Context: an optimization exercise on an open-source flow, tuned for small area, a short achievable clock period and few clock cycles per item. The choices shown serve that exercise and are no tape-out recipe.
The RTL was checked by simulation tests, not by an equivalence proof against the original design.
The clock port is modelled as an ideal driver; clocking choices that lean on that would not hold on a real chip.
Power figures rest on the tool's default switching activity, not on a simulated workload.

## job 101
==> flow/design.v <==
`timescale 1ns/10ps
module sha1_pad_top (
    input  logic           sys_clk,
    input  logic           sys_rst,
    input  logic           msg_cal_channel_ready,
    input  logic           msg_info_fifo_empty,
    input  logic [15:0]    msg_info,
    input  logic [5:0]     msg_channel_num,
    output logic           msg_info_rd_en,
    output logic           msg_data_rd_en,
    input  logic [127:0]   msg_data,
    output logic           msg_filled_data_valid,
    output logic           msg_filled_data_sop,
    output logic           msg_filled_data_eop,
    output logic [511:0]   msg_filled_data,
    output logic           msg_filled_info_valid,
    output logic [15:0]    msg_filled_info,
    output logic [13:0]    msg_filled_tag,
    output logic [11:0]    msg_filled_addr
);
    logic          info_pend;       
    logic          nxt_v;
    logic [15:0]   nxt_len;
    logic [5:0]    nxt_ch;
    logic          consume;
    always_ff @(posedge sys_clk) begin
        if (sys_rst) begin
            msg_info_rd_en <= 1'b0;
            info_pend <= 1'b0;
            nxt_v <= 1'b0;
        end else begin
            msg_info_rd_en <= !msg_info_fifo_empty && msg_cal_channel_ready && !msg_info_rd_en
                              && !info_pend && !nxt_v;
            info_pend <= msg_info_rd_en;
            if (info_pend) begin
                nxt_v <= 1'b1;
            end else if (consume) begin
                nxt_v <= 1'b0;
            end
        end
    end
    always_ff @(posedge sys_clk) begin
        if (info_pend) begin
            nxt_len <= msg_info;
            nxt_ch <= msg_channel_num;
        end
    end
    logic          act;             
    logic [11:0]   cnt;             
    logic          nz;              
    logic          padp;            
    logic          padrd;           
    logic          ext;             
    logic          fst;             
    logic [1:0]    pos;             
    logic          last_q;          
    logic          s_full;
    logic          s_pad;
    logic          s_p3;
    logic [11:0]   cnt_dec;
    logic          cnt_one;
    for (genvar i = 0; i < 12; i++) begin : g_dec
        if (i == 0) begin : g_lsb
            assign cnt_dec[i] = !cnt[i];
        end else begin : g_bit
            assign cnt_dec[i] = cnt[i] ^ !(|cnt[i-1:0]);
        end
    end
    assign cnt_one = (cnt == 12'd1);
    assign s_full = act && nz;
    assign s_pad = act && !nz && padp;
    assign s_p3 = act && (pos == 2'd3);
    assign consume = nxt_v && (!act || last_q);
    always_ff @(posedge sys_clk) begin
        if (sys_rst) begin
            act <= 1'b0;
            pos <= 2'd0;
            last_q <= 1'b0;
        end else begin
            last_q <= act && !last_q && (pos == 2'd2) && (!nz || cnt_one) && !ext;
            if (act) begin
                pos <= pos + 1'b1;
                if (!nz) begin
                    padp <= 1'b0;
                end
                fst <= 1'b0;
                if (s_p3 && !nz) begin
                    ext <= 1'b0;
                end
                if (last_q) begin
                    act <= 1'b0;
                end
            end
            if (consume) begin
                act <= 1'b1;
                padp <= 1'b1;
                padrd <= |nxt_len[3:0];
                ext <= (nxt_len[5:0] >= 6'd56);
                fst <= 1'b1;
            end
        end
    end
    always_ff @(posedge sys_clk) begin
        if (consume) begin
            cnt <= nxt_len[15:4];
            nz <= |nxt_len[15:4];
        end else begin
            cnt <= cnt_dec;
            nz <= nz && !cnt_one;
        end
    end
    logic          full_a, pad_a, last_a, p3_a, first_a;
    logic          full_b, pad_b, last_b, p3_b, first_b;
    always_ff @(posedge sys_clk) begin
        if (sys_rst) begin
            msg_data_rd_en <= 1'b0;
            last_a <= 1'b0;
            p3_a <= 1'b0;
            first_a <= 1'b0;
            last_b <= 1'b0;
            p3_b <= 1'b0;
            first_b <= 1'b0;
        end else begin
            msg_data_rd_en <= s_full || (s_pad && padrd);
            last_a <= act && last_q;
            p3_a <= s_p3;
            first_a <= act && fst;
            last_b <= last_a;
            p3_b <= p3_a;
            first_b <= first_a;
        end
    end
    always_ff @(posedge sys_clk) begin
        full_a <= s_full;
        pad_a <= s_pad;
        full_b <= full_a;
        pad_b <= pad_a;
    end
    logic [15:0]   out_len;
    always_ff @(posedge sys_clk) begin
        if (first_a) begin
            out_len <= nxt_len;
        end
    end
    logic [15:0]   keep;
    logic [15:0]   padb;
    logic [127:0]  in_word;
    logic [127:0]  s0, s1, s2, s3;
    always_comb begin
        for (int j = 0; j < 16; j++) begin
            keep[j] = full_b || (pad_b && (4'(j) < out_len[3:0]));
            padb[j] = pad_b && (4'(j) == out_len[3:0]);
            in_word[127-8*j -: 8] = (msg_data[127-8*j -: 8] & {8{keep[j]}}) | {padb[j], 7'b0};
        end
        if (last_b) begin
            in_word[18:3] = in_word[18:3] | out_len;
        end
    end
    always_ff @(posedge sys_clk) begin
        s0 <= s1;
        s1 <= s2;
        s2 <= s3;
        s3 <= in_word;
    end
    assign msg_filled_data = {s0, s1, s2, s3};
    logic          at_first;        
    logic [5:0]    blk_idx;
    logic [10:0]   blocks;
    logic [10:0]   blk_plus1;
    logic [10:0]   blk_plus2;
    logic [5:0]    idx_inc;
    logic [13:0]   tag_inc;
    for (genvar i = 0; i < 11; i++) begin : g_blk
        if (i == 0) begin : g_b0
            assign blk_plus1[i] = !nxt_len[6];
            assign blk_plus2[i] = nxt_len[6];
        end else if (i < 10) begin : g_bm
            assign blk_plus1[i] = nxt_len[6+i] ^ (&nxt_len[6+i-1:6]);
            if (i == 1) begin : g_b1
                assign blk_plus2[i] = !nxt_len[7];
            end else begin : g_bn
                assign blk_plus2[i] = nxt_len[6+i] ^ (&nxt_len[6+i-1:7]);
            end
        end else begin : g_btop
            assign blk_plus1[i] = &nxt_len[15:6];
            assign blk_plus2[i] = &nxt_len[15:7];
        end
    end
    for (genvar i = 0; i < 6; i++) begin : g_idx
        if (i == 0) begin : g_i0
            assign idx_inc[i] = !blk_idx[i];
        end else begin : g_in
            assign idx_inc[i] = blk_idx[i] ^ (&blk_idx[i-1:0]);
        end
    end
    for (genvar i = 0; i < 14; i++) begin : g_tag
        if (i == 0) begin : g_t0
            assign tag_inc[i] = !msg_filled_tag[i];
        end else begin : g_tn
            assign tag_inc[i] = msg_filled_tag[i] ^ (&msg_filled_tag[i-1:0]);
        end
    end
    assign blocks = (nxt_len[5:0] >= 6'd56) ? blk_plus2 : blk_plus1;
    always_ff @(posedge sys_clk) begin
        if (sys_rst) begin
            msg_filled_data_valid <= 1'b0;
            msg_filled_data_sop <= 1'b0;
            msg_filled_data_eop <= 1'b0;
            at_first <= 1'b0;
            blk_idx <= 6'd0;
            msg_filled_tag <= '1;   
        end else begin
            msg_filled_data_valid <= p3_b;
            msg_filled_data_sop <= p3_b && at_first;
            msg_filled_data_eop <= last_b;
            if (first_b) begin
                at_first <= 1'b1;
            end else if (p3_b) begin
                at_first <= 1'b0;
            end
            if (p3_b) begin
                blk_idx <= at_first ? 6'd0 : idx_inc;
                if (at_first) begin
                    msg_filled_tag <= tag_inc;
                end
            end
        end
    end
    logic [5:0]    out_ch;
    logic [10:0]   out_blocks;
    always_ff @(posedge sys_clk) begin
        if (first_b) begin
            out_ch <= nxt_ch;
            out_blocks <= blocks;
        end
    end
    assign msg_filled_info_valid = msg_filled_data_sop;
    assign msg_filled_info = {5'd0, out_blocks};
    assign msg_filled_addr = {out_ch, blk_idx};
endmodule
clock: 5.0 ns
lec_check: 0
cap_margin: 20
core_area: 5 5 170 170
cts_cluster_diameter: 100
cts_cluster_size: 30
die_area: 0 0 175 175
slew_margin: 20
standard.sh (not shown) runs the stock make flow with config.mk's settings and CLKGATE_MAP_FILE= SYNTH_SCRIPT=/design/flow/synth_recipe.tcl, a recipe that flattens the netlist after the stock synthesis.
==> flow/flow/run.sh <==
#!/bin/bash
# Standard layout with buf_2 port buffers and pins one track apart. After CTS
# (flow/post_cts.tcl) the clock tree's root buffer is taken out, then the
# timing repair runs, aiming at a 1.95 ns period.
set -e
bash standard.sh BUFFER_PORTS_ARGS="-buffer_cell sky130_fd_sc_hd__buf_2" \
  PLACE_PINS_ARGS="-min_distance 1 -min_distance_in_tracks" \
  SKIP_CTS_REPAIR_TIMING=1 POST_CTS_TCL=$PWD/flow/post_cts.tcl \
  SETUP_SLACK_MARGIN=3.05 finish > standard.log 2>&1
==> flow/flow/post_cts.tcl <==
# After CTS: take out the clock tree's root buffer, so the clock port drives
# the tree's first level (a couple of buffers) directly, one buffer delay less
# to every flip-flop; then run the timing repair that CTS would have run.
set block [ord::get_db_block]
set port_net [$block findNet sys_clk]
set loads {}
foreach it [$port_net getITerms] { lappend loads $it }
set root ""
if {[llength $loads] == 1} {
  set root [[lindex $loads 0] getInst]
  if {![string match "sky130_fd_sc_hd__clkbuf_*" [[$root getMaster] getName]]} { set root "" }
}
if {$root ne ""} {
  set out_net ""
  foreach it [$root getITerms] {
    if {[$it isOutputSignal]} { set out_net [$it getNet] }
  }
  set moved {}
  foreach it [$out_net getITerms] {
    if {[$it getInst] ne $root} { lappend moved $it }
  }
  if {[llength $moved] <= 4} {
    foreach it $moved {
      $it disconnect
      $it connect $port_net
    }
    puts "post_cts: removed [$root getName]; clock port now drives [llength $moved] pins"
    odb::dbInst_destroy $root
    odb::dbNet_destroy $out_net
  } else {
    puts "post_cts: root buffer drives [llength $moved] pins, left as is"
  }
} else {
  puts "post_cts: clock port drives [llength $loads] pins, left as is"
}
estimate_parasitics -placement
repair_timing_helper
detailed_placement
check_placement -verbose
Job 101 finished end to end and its layout was clean on timing, DRC and antenna.
Testbench counts of job 101, summed over its fixed seeds: cycles 19,299, messages 800.
For job 102, these inputs were changed with respect to job 101:
==> flow/flow/run.sh <==
#!/bin/bash
bash standard.sh BUFFER_PORTS_ARGS="-buffer_cell sky130_fd_sc_hd__buf_2" finish > standard.log 2>&1
--- a/flow/config.mk
+++ b/flow/config.mk
@@ -9 +9,2 @@
-export CORE_AREA = 5 5 170 170
+export CORE_MARGIN = 2
+export CORE_UTILIZATION = 40
@@ -12 +12,0 @@
-export DIE_AREA = 0 0 175 175
removed: flow/flow/post_cts.tcl
Notes after the runs:
The distinct cell type count of the synthesized netlist on job 101 is in line with that on job 102. Job 101 vs job 102, master of the slowest instance on the critical path: sky130_fd_sc_hd__edfxtp_1 vs sky130_fd_sc_hd__dfxtp_1. Global-route usage: job 102 lower than job 101. Job 102 vs job 101: number of cells after detailed placement up by a little under 10%.
Setup changes, job 102 to job 103
==> flow/flow/run.sh <==
#!/bin/bash
bash standard.sh BUFFER_PORTS_ARGS="-buffer_cell sky130_fd_sc_hd__buf_1" SETUP_SLACK_MARGIN=2.9 finish > standard.log 2>&1
--- a/flow/config.mk
+++ b/flow/config.mk
@@ -9,2 +9 @@
-export CORE_MARGIN = 2
-export CORE_UTILIZATION = 40
+export CORE_AREA = 5 5 245 245
@@ -12,0 +12 @@
+export DIE_AREA = 0 0 250 250
--- outcome ---
Sequential cell area share for job 103: 9.2 points down relative to job 102. Per the final summary, job 103 finished and its layout is clean on timing, DRC and antenna. Per the comparison of job 103 with job 102, switching portion of total power went up 1.6 points; utilization went down 8.9 points; area used by sequential logic in the layout went up about 5.4%. A critical path endpoint of msg_filled_data[223] is what job 102 shows, while msg_filled_info[8] belongs to job 103. Shortest clock period the worst path allows after layout on job 103 is ahead of job 102. Job 102 has a lower final area than job 103.
Relative to job 103, the following input files were edited for job 104:
==> flow/flow/run.sh <==
#!/bin/bash
# Standard layout with buf_2 port buffers; after CTS the clock tree's root
# buffer is taken out so the port drives the tree's first level directly.
set -e
ARGS=(BUFFER_PORTS_ARGS="-buffer_cell sky130_fd_sc_hd__buf_2" PLACE_PINS_ARGS="-min_distance 1 -min_distance_in_tracks")
bash standard.sh "${ARGS[@]}" cts > standard_cts.log 2>&1
CTS_DB=$PWD/orfs/results/sky130hd/sha1_pad_top/base/4_cts.odb openroad -no_init -exit flow/trim_clock_root.tcl > trim_clock_root.log 2>&1
bash standard.sh "${ARGS[@]}" finish > standard_finish.log 2>&1
==> flow/flow/trim_clock_root.tcl (new file) <==
# Take out the clock tree's root buffer: the clock port then drives the
# first level of the tree directly (a couple of buffers), one buffer delay
# less between the port and every flip-flop.
set db_file $::env(CTS_DB)
read_db $db_file
set block [ord::get_db_block]
set port_net [$block findNet sys_clk]
set loads {}
foreach it [$port_net getITerms] { lappend loads $it }
if {[llength $loads] != 1} {
  puts "trim: clock port drives [llength $loads] pins, left as is"
  exit 0
}
set root [[lindex $loads 0] getInst]
set master [[$root getMaster] getName]
if {![string match "sky130_fd_sc_hd__clkbuf_*" $master]} {
  puts "trim: clock port drives $master, left as is"
  exit 0
}
set out_net ""
foreach it [$root getITerms] {
  if {[$it isOutputSignal]} { set out_net [$it getNet] }
}
set moved {}
foreach it [$out_net getITerms] {
  if {[$it getInst] eq $root} { continue }
  lappend moved $it
}
if {[llength $moved] > 4} {
  puts "trim: root buffer drives [llength $moved] pins, left as is"
  exit 0
}
foreach it $moved {
  $it disconnect
  $it connect $port_net
}
puts "trim: removed [$root getName] ($master); clock port now drives [llength $moved] pins"
odb::dbInst_destroy $root
odb::dbNet_destroy $out_net
write_db $db_file
--- a/flow/config.mk
+++ b/flow/config.mk
@@ -9 +9 @@
-export CORE_AREA = 5 5 245 245
+export CORE_AREA = 4 4 151 151
@@ -12 +12 @@
-export DIE_AREA = 0 0 250 250
+export DIE_AREA = 0 0 155 155
### Flow results
Job 104 did not finish; a tool error ended it in 5_1_grt.
Comparing job 103 against job 104, there is no change at all in simple-gate share of the synthesized area.
Vertical die dimension ended up about 40% lower on job 104 than on job 103.
Cmp job 104 and job 103 / post-detailed-placement cell area / lower: job 103
Relative to job 103, the CTS buffer count of job 104 is lower by 3.
Taking job 103 as 1.0, job 104 lands at 0.62 on die boundary width.
Routability congestion estimate (job 104 vs. job 103) increases by a few percent

-- re-timing with driven ports --
In the flow no input, the clock included, has a driving cell. The finished layouts below were timed again as built, in two steps.
Step 1, drivers: a clkbuf_16 drives sys_clk and a buf_2 each remaining input, both assumed.
Step 2, shift: input delay + t, output delay - t, t = (earliest + latest rising clock arrival at the registers) / 2. This alone moves slack from input paths to output paths.
Slacks: ideal / step 1 / step 2; pairs: ideal / step 1.
| run | t, ns | setup WS [ns] | clock arrival spread, ns |
|---|---|---|---|
| job 101 | 0.490 | 3.029 / 2.967 / 2.854 | 0.028 / 0.028 |
| job 102 | 0.631 | 2.723 / 2.668 / 2.801 | 0.044 / 0.044 |
| job 103 | 0.646 | 2.836 / 2.780 / 2.912 | 0.038 / 0.038 |
After both steps setup and hold are still met in every run listed. The setup slack of job 101, which loses most, moves by -0.062 ns with the drivers and by -0.175 ns with both steps.
